Source: an optimization exercise on an open RTL-to-GDS flow (aim: small area). Production flows keep margins and buffers that such runs may drop.
In this exercise RTL edits were held to simulation tests only and were not proved equivalent to the original.

==> run a: inputs <==
## fc_neuron_16
module fc_neuron_16 (
	input logic clk,
	input logic rst,
	input logic valid_in,
	input logic [255:0] data_in,
	output logic [15:0] data_out,
	output logic valid_out
);
	wire hs1, hc1;
	half_add u_ha1 (.a(data_in[32]), .b(data_in[160]), .s(hs1), .co(hc1));
	wire fs1, fc1;
	full_add u_fa1 (.a(data_in[33]), .b(data_in[161]), .c(hc1), .s(fs1), .co(fc1));
	wire fs2, fc2;
	full_add u_fa2 (.a(data_in[34]), .b(data_in[162]), .c(fc1), .s(fs2), .co(fc2));
	wire fs3, fc3;
	full_add u_fa3 (.a(data_in[35]), .b(data_in[163]), .c(fc2), .s(fs3), .co(fc3));
	wire fs4, fc4;
	full_add u_fa4 (.a(data_in[36]), .b(data_in[164]), .c(fc3), .s(fs4), .co(fc4));
	wire fs5, fc5;
	full_add u_fa5 (.a(data_in[37]), .b(data_in[165]), .c(fc4), .s(fs5), .co(fc5));
	wire hs2, hc2;
	half_add u_ha2 (.a(data_in[38]), .b(data_in[166]), .s(hs2), .co(hc2));
	wire fs6, fc6;
	full_add u_fa6 (.a(data_in[39]), .b(data_in[167]), .c(hc2), .s(fs6), .co(fc6));
	wire fs7, fc7;
	full_add u_fa7 (.a(data_in[40]), .b(data_in[168]), .c(fc6), .s(fs7), .co(fc7));
	wire fs8, fc8;
	full_add u_fa8 (.a(data_in[41]), .b(data_in[169]), .c(fc7), .s(fs8), .co(fc8));
	wire fs9, fc9;
	full_add u_fa9 (.a(data_in[42]), .b(data_in[170]), .c(fc8), .s(fs9), .co(fc9));
	wire fs10, fc10;
	full_add u_fa10 (.a(data_in[43]), .b(data_in[171]), .c(fc9), .s(fs10), .co(fc10));
	wire hs3, hc3;
	half_add u_ha3 (.a(data_in[44]), .b(data_in[172]), .s(hs3), .co(hc3));
	wire fs11, fc11;
	full_add u_fa11 (.a(data_in[45]), .b(data_in[173]), .c(hc3), .s(fs11), .co(fc11));
	wire fs12, fc12;
	full_add u_fa12 (.a(data_in[46]), .b(data_in[174]), .c(fc11), .s(fs12), .co(fc12));
	wire iv1 = ~fc12;
	wire fs13, fc13;
	full_add u_fa13 (.a(data_in[47]), .b(data_in[175]), .c(iv1), .s(fs13), .co(fc13));
	wire hs4, hc4;
	half_add u_ha4 (.a(data_in[128]), .b(data_in[208]), .s(hs4), .co(hc4));
	wire fs14, fc14;
	full_add u_fa14 (.a(data_in[129]), .b(data_in[209]), .c(hc4), .s(fs14), .co(fc14));
	wire fs15, fc15;
	full_add u_fa15 (.a(data_in[130]), .b(data_in[210]), .c(fc14), .s(fs15), .co(fc15));
	wire fs16, fc16;
	full_add u_fa16 (.a(data_in[131]), .b(data_in[211]), .c(fc15), .s(fs16), .co(fc16));
	wire fs17, fc17;
	full_add u_fa17 (.a(data_in[132]), .b(data_in[212]), .c(fc16), .s(fs17), .co(fc17));
	wire fs18, fc18;
  ...
clock: 8.0 ns
lec_check: 0
cap_margin: 20
core_margin: 2
core_utilization: 40
gpl_timing_driven: 0
slew_margin: 20
synth_hierarchical: 1
standard.sh (not shown) runs the stock make flow with config.mk's settings and CLKGATE_MAP_FILE= SYNTH_SCRIPT=/design/flow/synth_recipe.tcl, a recipe that flattens the netlist after the stock synthesis.
==> flow/flow/run.sh <==
#!/bin/bash
set -euo pipefail
export BUFFER_PORTS_ARGS="-buffer_cell sky130_fd_sc_hd__buf_2"
bash standard.sh > standard.log 2>&1
==> inputs of run b, as changes to run a <==
==> flow/flow/run.sh (replaced) <==
#!/bin/bash
set -euo pipefail
export BUFFER_PORTS_ARGS="-buffer_cell sky130_fd_sc_hd__buf_1"
bash standard.sh > standard.log 2>&1
Settings changed: CORE_UTILIZATION 40 to 52.
==> inputs of run c, as changes to run a <==
==> flow/flow/run.sh (replaced) <==
#!/bin/bash
set -euo pipefail
export BUFFER_PORTS_ARGS="-buffer_cell sky130_fd_sc_hd__buf_1"
bash standard.sh > standard.log 2>&1
==> summary of the runs <==
Maximum frequency: run c < run a < run b.
In run a the register-to-register slack is higher than in run c, by 0.05 ns.
Sequential share of layout area: run a < run c < run b.
In die area, run c and run a do not differ.


==> v22: inputs <==
fc_neuron_16, a different RTL version from the one above (not shown whole).
==> flow/config.mk <==
export PLATFORM = sky130hd
export DESIGN_NAME = fc_neuron_16
export DESIGN_NICKNAME = fc_neuron_16
export VERILOG_FILES = /design/flow/design.v
export SDC_FILE = /design/flow/constraint.sdc
export NUM_CORES = 4
export LEC_CHECK = 0
export CAP_MARGIN = 20
export CORE_MARGIN = 2
export CORE_UTILIZATION = 40
export GPL_TIMING_DRIVEN = 0
export SLEW_MARGIN = 20
export SYNTH_HIERARCHICAL = 1
==> flow/constraint.sdc <==
create_clock -name core_clock -period 8.0 [get_ports {clk}]
set_input_delay 1.6000 -clock core_clock [delete_from_list [all_inputs] [get_ports {clk}]]
set_output_delay 1.6000 -clock core_clock [all_outputs]
set_load 0.01 [all_outputs]
==> flow/flow/run.sh <==
#!/bin/bash
set -euo pipefail
export BUFFER_PORTS_ARGS="-buffer_cell sky130_fd_sc_hd__buf_2"
bash standard.sh > standard.log 2>&1
==> v20: changes against v22 <==
==> flow/run.sh (new file) <==
#!/bin/bash
# synth_recipe.tcl (not shown) runs the flow's synth.tcl, then flattens the netlist and writes it again
# the make line also repeats each setting of config.mk as NAME=value (left out here)
make -C /OpenROAD-flow-scripts/flow DESIGN_CONFIG=/design/flow/config.mk WORK_HOME=/design/flow/orfs CLKGATE_MAP_FILE= SYNTH_SCRIPT=/design/flow/synth_recipe.tcl finish
removed: flow/flow/run.sh
removed: flow/standard.sh
==> impl_metrics.yaml <==
run_status:
  status: "no timing/DRC/antenna violations"
layout:
  fin_cells: 2362
  final_area_sq_um: 25900
routing:
  first_pass_iters: 5
  dr_wl_met3_um: 5940
placed_design:
  gp_congestion: 1.04
-- figures above: v20

==> impl_metrics.yaml <==
run_status:
  status: "no timing/DRC/antenna violations"
grt:
  use_met2: 0.522
  grt_util_met1: 0.382
layout:
  final_area_sq_um: 24000
  fin_cells: 2336
logic_synthesis:
  synth.area.mux_share: 0.000522
routing:
  dr_wl_met3_um: 6930
placed_design:
  gp_congestion: 1.06
-- figures above: v22

afterwards: timing with drivers on the ports:
No port has a modelled driver above. Below, the same layouts with a new extraction and two added sets of constraints.
Step 1 (the two cells are an assumption about what drives the block):
set clk [get_ports {clk}]
set_driving_cell -lib_cell sky130_fd_sc_hd__clkbuf_16 $clk
set_driving_cell -lib_cell sky130_fd_sc_hd__buf_2 [delete_from_list [all_inputs] $clk]
Step 2, shift: input delay + t, output delay - t, t = (earliest + latest rising clock arrival at the registers) / 2. This alone moves slack from input paths to output paths.
Slacks: ideal / step 1 / step 2; pairs: ideal / step 1.
run | t, ns | setup WS [ns] | worst setup path at the end | worst register clock-pin slew, ns
run a | 0.384 | 0.127 / 0.141 / -0.243 | input to register | 0.07 / 0.07
run b | 0.368 | 0.160 / 0.175 / -0.193 | input to register | 0.07 / 0.07
run c | 0.381 | 0.105 / 0.119 / -0.262 | input to register | 0.07 / 0.07
v22 | 0.343 | 0.198 / 0.218 / -0.125 | input to register | 0.07 / 0.07
v20 | 0.335 | 0.111 / 0.132 / -0.203 | input to register | 0.07 / 0.07
With both steps, setup timing fails in every run listed, where it was met with ideal ports. The setup slack of run a, which loses most, moves by +0.014 ns with the drivers and by -0.370 ns with both steps.
